This is an optimization exercise on Yosys and OpenROAD, whose aim is a short achievable clock period and few clock cycles per item, not a production implementation.
In this exercise RTL edits were held to simulation tests only and were not proved equivalent to the original.
No activity file was given, so power comes from the tool's default toggle rates.

`flow/design.v`:
```
`default_nettype none
package nx_pkg;
    localparam int NX_NODES      = 4;
    localparam int NX_NODE_W     = 2;
    localparam int NX_MSG_W      = 32;
    localparam int NX_REGS       = 8;
    localparam int NX_REG_IDX_W  = 3;
    localparam int NX_MAX_INSTRS = 16;
    localparam int NX_COUNT_W    = 5;
    localparam int NX_INSTR_W    = 11;
    localparam int NX_RUNS_W     = 8;
    localparam int NX_RESULT_W   = NX_RUNS_W + NX_REGS;
    localparam int NX_CMD_HI  = 31;
    localparam int NX_CMD_LO  = 30;
    localparam int NX_NODE_HI = 29;
    localparam int NX_NODE_LO = 28;
    localparam int NX_OP_HI    = 10;
    localparam int NX_OP_LO    = 9;
    localparam int NX_SRC_A_LO = 6;
    localparam int NX_SRC_B_LO = 3;
    localparam int NX_DST_LO   = 0;
    localparam logic [1:0] NX_CMD_LOAD    = 2'd0;
    localparam logic [1:0] NX_CMD_INPUTS  = 2'd1;
    localparam logic [1:0] NX_CMD_TRIGGER = 2'd2;
    localparam logic [1:0] NX_CMD_CLEAR   = 2'd3;
    localparam logic [1:0] NX_OP_AND  = 2'd0;
    localparam logic [1:0] NX_OP_OR   = 2'd1;
    localparam logic [1:0] NX_OP_XOR  = 2'd2;
    localparam logic [1:0] NX_OP_NAND = 2'd3;
    localparam int NX_APB_AW = 8;
    localparam logic [NX_APB_AW-1:0] NX_REG_MSG         = 8'h00;
    localparam logic [NX_APB_AW-1:0] NX_REG_STATUS      = 8'h04;
    localparam logic [NX_APB_AW-1:0] NX_REG_RESULT_BASE = 8'h10;
    localparam int NX_IPC = 2;
endpackage
`default_nettype wire
`timescale 1ns/1ps
`default_nettype none
import nx_pkg::*;
module nx_apb_host
(
      input  logic                                  clk_i
    , input  logic                                  reset_i
    , input  logic                                  psel_i
    , input  logic                                  penable_i
    , input  logic                                  pwrite_i
    , input  logic [NX_APB_AW-1:0]                  paddr_i
    , input  logic [NX_MSG_W-1:0]                   pwdata_i
    , output logic [NX_MSG_W-1:0]                   prdata_o
    , output logic                                  pready_o
    , output logic                                  pslverr_o
    , output logic [NX_MSG_W-1:0]                   msg_data_o
    , output logic                                  msg_valid_o
    , input  logic [NX_NODES-1:0]                   busy_i
    , input  logic [NX_NODES-1:0][NX_RESULT_W-1:0]  results_i
);
logic                 setup;
logic                 is_msg, is_status;
logic [NX_NODES-1:0]  is_result;
logic                 legal, blocked;
logic                 msg_q_v, take;
logic [NX_MSG_W-1:0]  msg_q;
logic                 ready_q, slverr_q;
logic [NX_RESULT_W-1:0] rdata_d, rdata_q;
assign setup     = psel_i && !penable_i;
assign is_msg    = (paddr_i == NX_REG_MSG);
assign is_status = (paddr_i == NX_REG_STATUS);
for (genvar i = 0; i < NX_NODES; i++) begin : g_dec
    assign is_result[i] = (paddr_i == NX_REG_RESULT_BASE + NX_APB_AW'(4 * i));
end
assign legal = pwrite_i ? is_msg : (is_status || (|is_result));
assign blocked = pwrite_i ? (is_msg && busy_i[pwdata_i[NX_NODE_HI:NX_NODE_LO]])
                          : (|(is_result & busy_i));
always_comb begin
    rdata_d = '0;
    if (is_status) begin
        rdata_d[NX_NODES-1:0] = busy_i;
    end
    for (int i = 0; i < NX_NODES; i++) begin
        if (is_result[i]) begin
            rdata_d = rdata_d | results_i[i];
        end
    end
end
always_ff @(posedge clk_i) begin
    if (reset_i) begin
        ready_q  <= 1'b0;
        slverr_q <= 1'b0;
        rdata_q  <= '0;
    end else begin
        ready_q  <= !blocked;
        slverr_q <= !legal;
        rdata_q  <= rdata_d;
    end
end
assign pready_o  = ready_q;
assign pslverr_o = slverr_q;
assign prdata_o  = {{(NX_MSG_W-NX_RESULT_W){1'b0}}, rdata_q};
assign take = msg_q_v && ready_q;
always_ff @(posedge clk_i) begin
    if (reset_i) begin
        msg_q_v <= 1'b0;
    end else begin
        msg_q_v <= (setup && pwrite_i && is_msg) || (msg_q_v && !ready_q);
    end
end
always_ff @(posedge clk_i) begin
    msg_q <= pwdata_i;
end
assign msg_valid_o = take;
assign msg_data_o  = msg_q;
endmodule
`default_nettype wire
`timescale 1ns/1ps
`default_nettype none
import nx_pkg::*;
module nx_msg_dispatch
(
      input  logic                               clk_i
    , input  logic                               reset_i
    , input  logic [NX_MSG_W-1:0]                msg_data_i
    , input  logic                               msg_valid_i
    , output logic [NX_NODES-1:0][NX_MSG_W-1:0]  node_data_o
    , output logic [NX_NODES-1:0]                node_valid_o
);
logic [NX_NODE_W-1:0] target;
assign target = msg_data_i[NX_NODE_HI:NX_NODE_LO];
always_comb begin
    node_valid_o         = '0;
    node_valid_o[target] = msg_valid_i;
    for (int i = 0; i < NX_NODES; i++) begin
        node_data_o[i] = msg_data_i;
    end
end
endmodule
`default_nettype wire
`timescale 1ns/1ps
`default_nettype none
import nx_pkg::*;
module nx_node
(
      input  logic                clk_i
    , input  logic                reset_i
    , input  logic [NX_MSG_W-1:0] msg_data_i
    , input  logic                msg_valid_i
    , output logic                busy_o         
    , output logic                done_o         
    , output logic [NX_REGS-1:0]  outputs_o      
);
localparam int K      = NX_IPC;
localparam int GROUPS = (NX_MAX_INSTRS + K - 1) / K;
localparam int SLOTS  = GROUPS * K;
localparam int GIDX_W = $clog2(GROUPS + 1);
localparam int CAND_W = NX_REGS + K;
localparam int SLOT_DW  = 4 + 2 * CAND_W;
localparam int GROUP_DW = K * SLOT_DW + NX_REGS * (K + 1);
logic [NX_INSTR_W-1:0]  store_q [SLOTS];
logic [NX_COUNT_W-1:0]  count_q;
logic [NX_REGS-1:0]     inputs_q;
logic [GROUP_DW-1:0]    grp_q, grp0_q;
logic [GIDX_W-1:0]      gidx_q;
logic [NX_REGS-1:0]     regs_q;
logic                   ready_q, restart_q, pend_q;
logic [1:0]             cmd;
logic                   do_load, do_inputs, do_trigger, do_clear;
logic                   store_full;
logic [NX_REGS-1:0]     fresh_regs, step_regs;
logic [GIDX_W-1:0]      gidx_d;
logic [GROUP_DW-1:0]    grp_d, grp0_d;
logic                   publish;
function automatic logic [GROUP_DW-1:0] decode_group(
        input logic [K*NX_INSTR_W-1:0] ins, input logic [K-1:0] en);
    logic [GROUP_DW-1:0]   g;
    logic [NX_INSTR_W-1:0] in_k, in_m;
    logic [CAND_W-1:0]     asel, bsel;
    logic [K:0]            wsel;
    logic [3:0]            tt;
    logic [2:0]            sa, sb;
    g = '0;
    for (int k = 0; k < K; k++) begin
        in_k = ins[k*NX_INSTR_W +: NX_INSTR_W];
        case (in_k[NX_OP_HI:NX_OP_LO])
            NX_OP_AND: tt = 4'b1000;
            NX_OP_OR:  tt = 4'b1110;
            NX_OP_XOR: tt = 4'b0110;
            default:   tt = 4'b0111;
        endcase
        sa   = in_k[NX_SRC_A_LO +: NX_REG_IDX_W];
        sb   = in_k[NX_SRC_B_LO +: NX_REG_IDX_W];
        asel = CAND_W'(1) << sa;
        bsel = CAND_W'(1) << sb;
        for (int m = 0; m < k; m++) begin
            in_m = ins[m*NX_INSTR_W +: NX_INSTR_W];
            if (en[m] && (in_m[NX_DST_LO +: NX_REG_IDX_W] == sa)) asel = CAND_W'(1) << (NX_REGS + m);
            if (en[m] && (in_m[NX_DST_LO +: NX_REG_IDX_W] == sb)) bsel = CAND_W'(1) << (NX_REGS + m);
        end
        g[k*SLOT_DW +: SLOT_DW] = {tt, bsel, asel};
    end
    for (int j = 0; j < NX_REGS; j++) begin
        wsel = (K+1)'(1);
        for (int k = 0; k < K; k++) begin
            in_k = ins[k*NX_INSTR_W +: NX_INSTR_W];
            if (en[k] && (in_k[NX_DST_LO +: NX_REG_IDX_W] == 3'(j))) wsel = (K+1)'(1) << (k + 1);
        end
        g[K*SLOT_DW + j*(K+1) +: (K+1)] = wsel;
    end
    decode_group = g;
endfunction
function automatic logic [NX_REGS-1:0] exec_group(
        input logic [GROUP_DW-1:0] g, input logic [NX_REGS-1:0] r);
    logic [CAND_W-1:0]   cand;
    logic [K-1:0]        y;
    logic [SLOT_DW-1:0]  s;
    logic [NX_REGS-1:0]  rn;
    logic [K:0]          wsel;
    logic                a, b;
    y = '0;
    for (int k = 0; k < K; k++) begin
        s    = g[k*SLOT_DW +: SLOT_DW];
        cand = {y, r};
        a    = |(cand & s[0 +: CAND_W]);
        b    = |(cand & s[CAND_W +: CAND_W]);
        y[k] = s[2*CAND_W + {a, b}];
    end
    for (int j = 0; j < NX_REGS; j++) begin
        wsel  = g[K*SLOT_DW + j*(K+1) +: (K+1)];
        rn[j] = |(wsel & {y, r[j]});
    end
    exec_group = rn;
endfunction
assign cmd        = msg_data_i[NX_CMD_HI:NX_CMD_LO];
assign do_load    = msg_valid_i && (cmd == NX_CMD_LOAD);
assign do_inputs  = msg_valid_i && (cmd == NX_CMD_INPUTS);
assign do_trigger = msg_valid_i && (cmd == NX_CMD_TRIGGER);
assign do_clear   = msg_valid_i && (cmd == NX_CMD_CLEAR);
assign store_full = (count_q == NX_COUNT_W'(NX_MAX_INSTRS));
always_ff @(posedge clk_i) begin
    for (int k = 0; k < SLOTS; k++) begin
        if (k >= NX_MAX_INSTRS) begin
            store_q[k] <= '0;
        end else if (do_load && !store_full && (count_q == NX_COUNT_W'(k))) begin
            store_q[k] <= msg_data_i[NX_INSTR_W-1:0];
        end
    end
end
always_ff @(posedge clk_i) begin
    if (reset_i) begin
        count_q  <= '0;
        inputs_q <= '0;
    end else begin
        if (do_load && !store_full) count_q <= count_q + 1'b1;
        if (do_clear)               count_q <= '0;
        if (do_inputs)              inputs_q <= msg_data_i[NX_REGS-1:0];
    end
end
always_comb begin
    logic [K*NX_INSTR_W-1:0] ins, ins0;
    logic [K-1:0]            en, en0;
    for (int k = 0; k < K; k++) begin
        ins[k*NX_INSTR_W +: NX_INSTR_W]  = '0;
        for (int g = 0; g < GROUPS; g++) begin
            if (gidx_d == GIDX_W'(g)) ins[k*NX_INSTR_W +: NX_INSTR_W] = store_q[g * K + k];
        end
        en[k]                            = ((NX_COUNT_W+1)'(int'(gidx_d) * K + k) < count_q);
        ins0[k*NX_INSTR_W +: NX_INSTR_W] = store_q[k];
        en0[k]                           = (NX_COUNT_W'(k) < count_q);
    end
    grp_d  = decode_group(ins, en);
    grp0_d = decode_group(ins0, en0);
end
assign fresh_regs = exec_group(grp0_q, msg_data_i[NX_REGS-1:0]);
assign step_regs  = exec_group(grp_q, regs_q);
always_comb begin
    if (do_inputs)      gidx_d = GIDX_W'(1 % GROUPS);
    else if (restart_q) gidx_d = '0;
    else if (ready_q)   gidx_d = gidx_q;
    else                gidx_d = gidx_q + 1'b1;
end
always_ff @(posedge clk_i) begin
    gidx_q <= gidx_d;
    grp_q  <= grp_d;
    grp0_q <= grp0_d;
    if (do_inputs) begin
        regs_q <= fresh_regs;
    end else if (restart_q) begin
        regs_q <= inputs_q;
    end else if (!ready_q) begin
        regs_q <= step_regs;
    end
end
always_ff @(posedge clk_i) begin
    if (reset_i) begin
        restart_q <= 1'b1;
        ready_q   <= 1'b0;
    end else begin
        restart_q <= do_load || do_clear;
        if (do_load || do_clear) begin
            ready_q <= 1'b0;
        end else if (do_inputs || restart_q || !ready_q) begin
            ready_q <= !((NX_COUNT_W+1)'(int'(gidx_d) * K) < count_q)
                    || (do_inputs && (GROUPS == 1));
        end
    end
end
assign publish = (pend_q || do_trigger) && ready_q;
always_ff @(posedge clk_i) begin
    if (reset_i) begin
        pend_q <= 1'b0;
    end else begin
        pend_q <= (pend_q || do_trigger) && !ready_q;
    end
end
assign busy_o    = (pend_q || do_trigger) && !ready_q;
assign done_o    = publish;
assign outputs_o = regs_q;
endmodule
`default_nettype wire
`timescale 1ns/1ps
`default_nettype none
import nx_pkg::*;
module nx_result_collect
(
      input  logic                                  clk_i
    , input  logic                                  reset_i
    , input  logic [NX_NODES-1:0][NX_REGS-1:0]      outputs_i
    , input  logic [NX_NODES-1:0]                   done_i
    , output logic [NX_NODES-1:0][NX_RESULT_W-1:0]  results_o
);
logic [NX_NODES-1:0][NX_REGS-1:0]   out_q;
logic [NX_NODES-1:0][NX_RUNS_W-1:0] runs_q;
always_ff @(posedge clk_i) begin
    if (reset_i) begin
        out_q  <= '0;
        runs_q <= '0;
    end else begin
        for (int i = 0; i < NX_NODES; i++) begin
            if (done_i[i]) begin
                out_q[i]  <= outputs_i[i];
                runs_q[i] <= runs_q[i] + 1'b1;
            end
        end
    end
end
always_comb begin
    for (int i = 0; i < NX_NODES; i++) begin
        results_o[i] = done_i[i] ? {runs_q[i] + 1'b1, outputs_i[i]} : {runs_q[i], out_q[i]};
    end
end
endmodule
`default_nettype wire
`timescale 1ns/1ps
`default_nettype none
import nx_pkg::*;
module nx_grid_top
(
      input  logic                 clk_i
    , input  logic                 reset_i
    , input  logic                 psel_i
    , input  logic                 penable_i
    , input  logic                 pwrite_i
    , input  logic [NX_APB_AW-1:0] paddr_i
    , input  logic [NX_MSG_W-1:0]  pwdata_i
    , output logic [NX_MSG_W-1:0]  prdata_o
    , output logic                 pready_o
    , output logic                 pslverr_o
);
logic [NX_MSG_W-1:0] msg_data;
logic                msg_valid;
logic [NX_NODES-1:0][NX_MSG_W-1:0]    node_data;
logic [NX_NODES-1:0]                  node_valid;
logic [NX_NODES-1:0]                  node_busy, node_done;
logic [NX_NODES-1:0][NX_REGS-1:0]     node_outputs;
logic [NX_NODES-1:0][NX_RESULT_W-1:0] results;
nx_apb_host u_host (
      .clk_i      (clk_i    )
    , .reset_i    (reset_i  )
    , .psel_i     (psel_i   )
    , .penable_i  (penable_i)
    , .pwrite_i   (pwrite_i )
    , .paddr_i    (paddr_i  )
    , .pwdata_i   (pwdata_i )
    , .prdata_o   (prdata_o )
    , .pready_o   (pready_o )
    , .pslverr_o  (pslverr_o)
    , .msg_data_o (msg_data )
    , .msg_valid_o(msg_valid)
    , .busy_i     (node_busy)
    , .results_i  (results  )
);
nx_msg_dispatch u_dispatch (
      .clk_i       (clk_i     )
    , .reset_i     (reset_i   )
    , .msg_data_i  (msg_data  )
    , .msg_valid_i (msg_valid )
    , .node_data_o (node_data )
    , .node_valid_o(node_valid)
);
for (genvar i = 0; i < NX_NODES; i++) begin : g_node
    nx_node u_node (
          .clk_i      (clk_i          )
        , .reset_i    (reset_i        )
        , .msg_data_i (node_data[i]   )
        , .msg_valid_i(node_valid[i]  )
        , .busy_o     (node_busy[i]   )
        , .done_o     (node_done[i]   )
        , .outputs_o  (node_outputs[i])
    );
end
nx_result_collect u_collect (
      .clk_i    (clk_i       )
    , .reset_i  (reset_i     )
    , .outputs_i(node_outputs)
    , .done_i   (node_done   )
    , .results_o(results     )
);
endmodule
`default_nettype wire
```
`flow/run.sh`:
```
#!/bin/bash
# synth_recipe.tcl (not shown) runs the flow's synth.tcl, then flattens the netlist and writes it again
# the make line also repeats each setting of config.mk as NAME=value (left out here)
make -C /OpenROAD-flow-scripts/flow DESIGN_CONFIG=/design/flow/config.mk WORK_HOME=/design/flow/orfs CLKGATE_MAP_FILE= SYNTH_SCRIPT=/design/flow/synth_recipe.tcl finish
```
`flow/config.mk`:
```
export PLATFORM = sky130hd
export DESIGN_NAME = nx_grid_top
export DESIGN_NICKNAME = nx_grid_top
export VERILOG_FILES = /design/flow/design.v
export SDC_FILE = /design/flow/constraint.sdc
export NUM_CORES = 4
export LEC_CHECK = 0
export ABC_CLOCK_PERIOD_IN_PS = 2000
export CAP_MARGIN = 20
export CORE_MARGIN = 2
export CORE_UTILIZATION = 40
export SETUP_SLACK_MARGIN = 2.5
export SLEW_MARGIN = 20
export TNS_END_PERCENT = 5
```
`flow/constraint.sdc`:
```
create_clock -name core_clock -period 5.0 [get_ports {clk_i}]
set_input_delay 1.0000 -clock core_clock [delete_from_list [all_inputs] [get_ports {clk_i}]]
set_output_delay 1.0000 -clock core_clock [all_outputs]
set_load 0.01 [all_outputs]
```
==> results.sh <==
export IMPL_grt_pass1_vias=38400
export IMPL_track_usage=0.230
export IMPL_hold_class="flop to flop"
export IMPL_fin_crit_ns=3.33
export IMPL_setup_viol=0
export IMPL_avgSynthCellArea_um2=11.7
export IMPL_routed_wl_um=174000
export IMPL_min_period_over_period=0.666
export IMPL_overflow=0
export IMPL_place_inst=6667
export IMPL_initial_core_util=0.402
export IMPL_vias=41100
export IMPL_max_slew_margin=0.230
export IMPL_crit_chain="inv_2, ha_4, nand4bb_4, buf_12, o211ai_4, clkinv_4, buf_6, o211ai_4, o21ai_2, a221o_1, a221o_1, or4b_4, nor2_4, nor2b_1"
export IMPL_cts_tree="yes"
export IMPL_num_rows=138
export IMPL_clk_latency_ns=0.80
export IMPL_ys_warnings_count=5
export IMPL_rsz0062_at_grt="yes"
export IMPL_grt_pass1_wl_um=251000
export IMPL_numCtsBuffers=150
export IMPL_pre_cts_slack_ns=0.701
export IMPL_final_cell_count_no_fill=7262
export IMPL_multiInputGateArea_um2=22500
export IMPL_drive_above_1_share=0.227
export IMPL_gp_congestion=0.876
export IMPL_worst_slew_pin_transition_ns=1.15
export IMPL_setup_worst_path_end_class="flop"
export IMPL_htreeDepth=4
export IMPL_port_buffers=45
export IMPL_setup_worst_path_end="g_node[1].u_node.grp_q[49]"
export IMPL_max_cap_violations=0
export IMPL_syn_area_um2=56800
export IMPL_die_w_um=381
export IMPL_crit_slowest_cell="or4b_4"
export IMPL_synth_flop_cell="edfxtp_1"
export IMPL_regArea_um2=36000
export IMPL_setup_ws_ns=1.67
export IMPL_drc=0
export IMPL_antenna_cells=0
export IMPL_die_area_um2=145000
export IMPL_ant_nets=0
export IMPL_finalSetupTns_ns=0
export IMPL_p_leak_uw=0.0256
export IMPL_io_pins=79
export IMPL_ys_types=122
export IMPL_clk_pin_slew_ns=0.06
export IMPL_fmax_ghz=0.301
export IMPL_hold_viol_final=0
export IMPL_async_flop_share=0
export IMPL_crit_path_start_kind="flop"
export IMPL_synth_edf_count=736
export IMPL_seq_area_frac_synth=0.632
export IMPL_grt_max_degree=73
export IMPL_r2r_start="u_host.msg_q[28]"
export IMPL_drt_pass1_iterations=8
export IMPL_critPathKind="flop to flop"
export IMPL_startpoint="u_host.msg_q[28]"
export IMPL_crit_path_max_fanout=7
export IMPL_r2r_setup_slack_ns=1.67
export IMPL_r2r_end="g_node[1].u_node.grp_q[49]"
export IMPL_clockBufferDepth=3
export IMPL_antenna_found_initial=6
export IMPL_worstPathRequired_ns=5.68
export IMPL_root_buffer="clkbuf_16"
export IMPL_clock_skew_ns=0.0390
export IMPL_max_stage_delay_ns=0.59
export IMPL_wl_per_cell_um=24.0
export IMPL_fill_cells=12300
export IMPL_clock_sinks=1426
export IMPL_slew_viol_final=0
export IMPL_ir_drop_mv=0.343
export IMPL_drt_iter0_markers=3986
export IMPL_netlist_instances=4836
export IMPL_hpwl_um=105000
export IMPL_ctsHoldBuffers=0
export IMPL_synth_seq_cells=1426
export IMPL_area_growth_pct=24.1
export IMPL_status="timing/DRC/antenna clean"
export IMPL_fin_nets=5398
export IMPL_worstPathArrival_ns=4.01
export IMPL_die_h_um=381
export IMPL_r2r_cells=14
export IMPL_core_area_um2=141000
export IMPL_viasPerCell=5.65
export IMPL_powerDensity_nw_per_um2=558
## synthesized netlist by cell type, drive strengths merged, types with 30 or more instances
cell type / count / area share
a211oi: 30 / 0.0045
a21o: 43 / 0.0057
a21oi: 226 / 0.020
a221o: 74 / 0.013
a221oi: 54 / 0.0087
a22oi: 189 / 0.025
and3: 72 / 0.0079
buf: 121 / 0.012
clkbuf: 111 / 0.0074
dfxtp: 690 / 0.24
edfxtp: 736 / 0.39
ha: 97 / 0.021
inv: 92 / 0.0061
mux2i: 104 / 0.018
nand2: 489 / 0.032
nand2b: 83 / 0.0091
nand3: 46 / 0.0044
nand4: 43 / 0.0047
nor2: 537 / 0.036
nor2b: 57 / 0.0064
nor3: 149 / 0.014
nor3b: 60 / 0.0080
nor4: 43 / 0.0056
o21a: 43 / 0.0057
o21ai: 105 / 0.0095
o22ai: 48 / 0.0053
or2: 37 / 0.0041
xnor2: 59 / 0.0096
xor2: 65 / 0.010
## placed cells by master (no fill, tap or decap), drive strengths merged, types with 57 or more instances in the layout
master    n
edfxtp  736
dfxtp   690
nor2    537
nand2   491
buf     427
a21oi   226
clkbuf  215
a22oi   189
nor3    149
o21ai   105
mux2i   104
ha       97
inv      89
nand2b   84
a221o    74
and3     74
xor2     65
nor3b    60
xnor2    59
nor2b    57
## critical path, delay by kind of cell (launching register included)
kind	cells	cell delay (ns)
flops	1	0.36
buf+inv	4	0.48
simple gates	4	0.92
fa+ha+maj	1	0.33
compound gates	5	1.11
## cells by family after synthesis
family,Yosys count,synth area share
AOI/OAI and AO/OA,1024,0.132
xor gates and xnor gates,124,0.0201
adders and majority gates,97,0.0214
buffers and inverters,325,0.0257
DFF,1426,0.632
muxes,111,0.0197
other,1,0.0000660
and+or+nand+nor,1728,0.149
## report_power, final
group	switching (uW)	internal [uW]	leakage [uW]	total (uW)
Sequential	654	13200	0.0123	13800
Clock	4600	6630	0.00245	11200
Combinational	8420	5840	0.0108	14300
## worst min path at each step
stage,slack (ns),end,startpoint,cells past startpoint
CTS,0.46,g_node[3].u_node.inputs_q[0],g_node[3].u_node.inputs_q[0],2
detailed placement,0.45,g_node[2].u_node.inputs_q[3],g_node[2].u_node.inputs_q[3],2
global route,0.48,g_node[0].u_node.inputs_q[5],g_node[0].u_node.inputs_q[5],2
floorplan,0.43,g_node[0].u_node.inputs_q[0],g_node[0].u_node.inputs_q[0],2
global placement,0.44,g_node[3].u_node.inputs_q[4],g_node[3].u_node.inputs_q[4],2
finish,0.46,g_node[2].u_node.inputs_q[3],g_node[2].u_node.inputs_q[3],2
## area by class of cell
class | count | share of cell area
Clock buffer | 214 | 0.0640
Tap cell | 1890 | 0.0335
Timing Repair Buffer | 474 | 0.0612
Clock inverter | 54 | 0.00667
Multi-Input combinational cell | 3110 | 0.318
Timing Repair inverter | 1 | 0.0000887
Sequential cell | 1426 | 0.510
Inverter | 93 | 0.00562
## sequential cells by signal (all words and copies together), names as in the netlist
register and count:
g_node.u_node.count_q 20, g_node.u_node.ready_q 4, u_host.slverr_q 1, u_host.msg_q 15, g_node.u_node.restart_q 4, u_host.msg_q_v 1
u_collect.out_q 32, u_host.rdata_q 16, g_node.u_node.regs_q 32, g_node.u_node.inputs_q 32, u_host.ready_q 1, g_node.u_node.grp0_q 256
g_node.u_node.gidx_q 16, g_node.u_node.store_q 704, g_node.u_node.grp_q 256, u_collect.runs_q 32, g_node.u_node.pend_q 4
## stage by stage
stage / hold WS [ns] / power, uW / cell area (um^2) / util
floorplan: 0.433 / 21100 / 57200 / -
finish: 0.456 / 39300 / 70500 / 0.499
global route: 0.476 / 40900 / 70500 / 0.499
CTS: 0.458 / 37800 / 68300 / 0.484
detailed placement: 0.448 / 24200 / 59800 / 0.423
global placement: 0.439 / 24100 / 59700 / 0.423
## per-layer routing
| layer | global-route usage | wire length [um] | vias up |
|---|---|---|---|
| met5 | 0 | 53 | - |
| met4 | 0.0763 | 5370 | 8 |
| met3 | 0.0427 | 14400 | 323 |
| met2 | 0.355 | 78800 | 1692 |
| met1 | 0.326 | 75300 | 20300 |
| li1 | - | - | 18700 |
## what timing repair did
item                       in CTS  in global routing
gates resized for setup       373                261
setup endpoints to repair    1057               1051
pin swaps                     115                107
cloned                         10                  5
buffers inserted              185                124
Testbench counts, summed over its fixed seeds: cycles 15,105, runs 2,020.

[separate check: timing with driven ports]
In the flow no input, the clock included, has a driving cell. The finished layout below was timed again as built, in two steps.
Step 1: set_driving_cell puts a clkbuf_16 on clk_i and a buf_2 on each other input, an assumption about the parent block.
Step 2 times the ports against the registers' clock, not the clock port: input delays grow and output delays shrink by t, the midpoint of the rising clock arrivals with the driver on.
a / b / c = no drivers / after step 1 / after step 2; a / b = the first two.
shift t [ns]: 0.849
setup WS [ns]: 1.672 / 1.672 / 1.622
worst setup path after step 2: input to register
clock arrival spread, ns: 0.040 / 0.041
worst register clock-pin slew, ns: 0.07 / 0.07
After both steps setup and hold are still met in this run. For this run, drivers alone change the setup slack by 0.000 ns; drivers and shift together by -0.050 ns.
